This design comes from an exercise in tuning for a short achievable clock period and few clock cycles on the open sky130 flow, not from production work.
Only simulation tests tie the RTL to the original design; equivalence was not proved.
The flow treats the clock pin as an ideal source, which a real chip does not have.
Power is estimated from default activity; no workload was simulated.

// day3_pack_sequencer
module day3_pack_sequencer #(
    parameter int unsigned NUM_UNITS      = 4,
    parameter int unsigned MAX_PACK       = 128,
    parameter int unsigned RESULT_LATENCY = 8
) (
    input  logic                      clock,
    input  logic                      reset,
    input  logic                      in_valid,
    input  logic [7:0]                in_data,
    input  logic                      in_eof,
    output logic                      in_ready,
    output logic                      init,
    output logic                      stream_en,
    output logic [4*NUM_UNITS-1:0]    next_battery,
    output logic [8*NUM_UNITS-1:0]    battery_pack_size,
    output logic                      batch_done,
    output logic                      finished,
    output logic                      overflow
);
    localparam int unsigned LW = (NUM_UNITS > 1) ? $clog2(NUM_UNITS) : 1;
    localparam int unsigned GS = 8;                   
    localparam int unsigned NG = MAX_PACK / GS;       
    localparam int unsigned DW = $clog2(RESULT_LATENCY + 1);
    logic                  in_ready_q;
    logic [7:0]            cnt_q;         
    logic [LW-1:0]         lane_q;
    logic                  eof_q;
    logic                  overflow_q;
    logic                  tk, is_dig, is_lf, full, nz;
    logic                  wr, close_now, bc_now;
    logic [7:0]            cnt_after;
    logic [NUM_UNITS-1:0]  we1_q;
    logic [3:0]            val1_q;
    logic                  close1_q;
  ...
For scale: ~2,800 flip-flops, ~66 I/O pins, about 0.10 mm2 of cells after synthesis.
clock: 6.0 ns
lec_check: 0
cap_margin: 20
core_margin: 2
core_utilization: 70
place_density: 0.8
setup_slack_margin: 3.5
slew_margin: 20
standard.sh (not shown) runs the stock make flow with config.mk's settings and CLKGATE_MAP_FILE= SYNTH_SCRIPT=/design/flow/synth_recipe.tcl, a recipe that flattens the netlist after the stock synthesis.
==> flow/flow/run.sh <==
#!/bin/bash
# Standard layout, except that the resizer may change a cell's footprint
# (so flip-flops and port buffers can be upsized when repairing setup).
set -euo pipefail
cd "$(dirname "$0")/.."
bash standard.sh synth > synth.log 2>&1
bash standard.sh MATCH_CELL_FOOTPRINT=0 finish > layout.log 2>&1
Testbench counts at the start, summed over its fixed seeds: cycles 33,399.
==> next run, changes <==
==> flow/run.sh (new file) <==
#!/bin/bash
# synth_recipe.tcl (not shown) runs the flow's synth.tcl, then flattens the netlist and writes it again
# the make line also repeats each setting of config.mk as NAME=value (left out here)
make -C /OpenROAD-flow-scripts/flow DESIGN_CONFIG=/design/flow/config.mk WORK_HOME=/design/flow/orfs CLKGATE_MAP_FILE= SYNTH_SCRIPT=/design/flow/synth_recipe.tcl finish
--- a/flow/config.mk
+++ b/flow/config.mk
@@ -10,2 +10,2 @@
-export CORE_UTILIZATION = 70
-export PLACE_DENSITY = 0.8
+export CORE_UTILIZATION = 50
+export PLACE_DENSITY = 0.65
removed: flow/flow/run.sh
removed: flow/standard.sh
What happened: Power increases by 1.5%. Die area increases by 40%. Via count decreases by 3.7%. Wire length increases by 1.1%. Worst hold slack is about the same. Core utilization decreases by 22 points. Clock power increases by about 4%. Global-route usage decreases by 9.7 points.
==> next run, changes <==
--- a/flow/config.mk
+++ b/flow/config.mk
@@ -12 +11,0 @@
-export SETUP_SLACK_MARGIN = 3.5
Setup slack gets worse by 560 ps.
Clock skew barely changes.
Routed wire length decreases by 1.5%.
Sequential power is about the same.
Register-to-register slack is worse by 420 ps.
Design area barely changes.
Synthesized cell count stays the same.
First-iteration DRC count barely changes.
Clock-buffer cell count is unchanged.

day3_pack_sequencer, a different RTL version from the one above (not shown whole).
For scale: ~5700 cells after synthesis, about 2600 flip-flops, ~66 I/O pins.
clock: 6.0 ns
lec_check: 0
cap_margin: 20
core_margin: 2
core_utilization: 70
cts_cluster_diameter: 60
cts_cluster_size: 30
place_density: 0.8
setup_slack_margin: 4.5
slew_margin: 20
==> flow/flow/run.sh <==
#!/bin/bash
# Standard synthesis, then the standard layout with three changes:
#  - the resizer may change a cell's footprint;
#  - before detailed placement each flip-flop that drives an output port is
#    moved next to that port's buffer (pull_out_ff.tcl);
#  - after clock tree synthesis the root clock buffer is split into four,
#    one per quadrant, all fed by the clock port (split_root.tcl).
# Each tool's output goes to its own log in this folder (and ORFS's logs).
set -euo pipefail
cd "$(dirname "$0")/.."
HERE=$(pwd)
bash standard.sh synth > synth.log 2>&1
export PRE_DETAIL_PLACE_TCL=$HERE/flow/pull_out_ff.tcl
export POST_CTS_TCL=$HERE/flow/split_root.tcl
bash standard.sh MATCH_CELL_FOOTPRINT=0 finish > layout.log 2>&1
Other scripts of this flow, unchanged in this note and not shown: flow/flow/pull_out_ff.tcl, flow/flow/split_root.tcl
The first run did not get past 5_1_grt.
Testbench counts at the start, summed over its fixed seeds: cycles 33,399.
Next try:
- SETUP_SLACK_MARGIN: 4.5 -> 4.0
Outcome: This time the run completed without violations. Area after synthesis does not change. Synthesized cell count stays the same.

==> afterwards: timing with drivers on the ports <==
How much do the figures lean on ideal ports? The routed layouts below were timed once more, with nothing changed but the port constraints.
Step 1 assumes that a clkbuf_16 drives the clock port and a buf_2 every other input.
Step 2 times the ports against the registers' clock, not the clock port: input delays grow and output delays shrink by t, the midpoint of the rising clock arrivals with the driver on.
a / b / c = ideal ports / drivers / drivers and shift; a / b = the first two.
run | shift t [ns] | setup WS [ns] | worst data-port slew with drivers (ns)
the first run of note 1 | 0.953 | 3.340 / 3.267 / 2.757 | 0.05
the second run of note 1 | 1.009 | 3.211 / 3.117 / 2.858 | 0.04
the third run of note 1 | 1.012 | 2.653 / 2.560 / 2.854 | 0.04
the second run of note 2 | 0.710 | 3.695 / 3.574 / 3.146 | 0.05
After both steps every run listed still meets setup and hold. The setup slack of the first run of note 1, which loses most, moves by -0.073 ns with the drivers and by -0.583 ns with both steps.
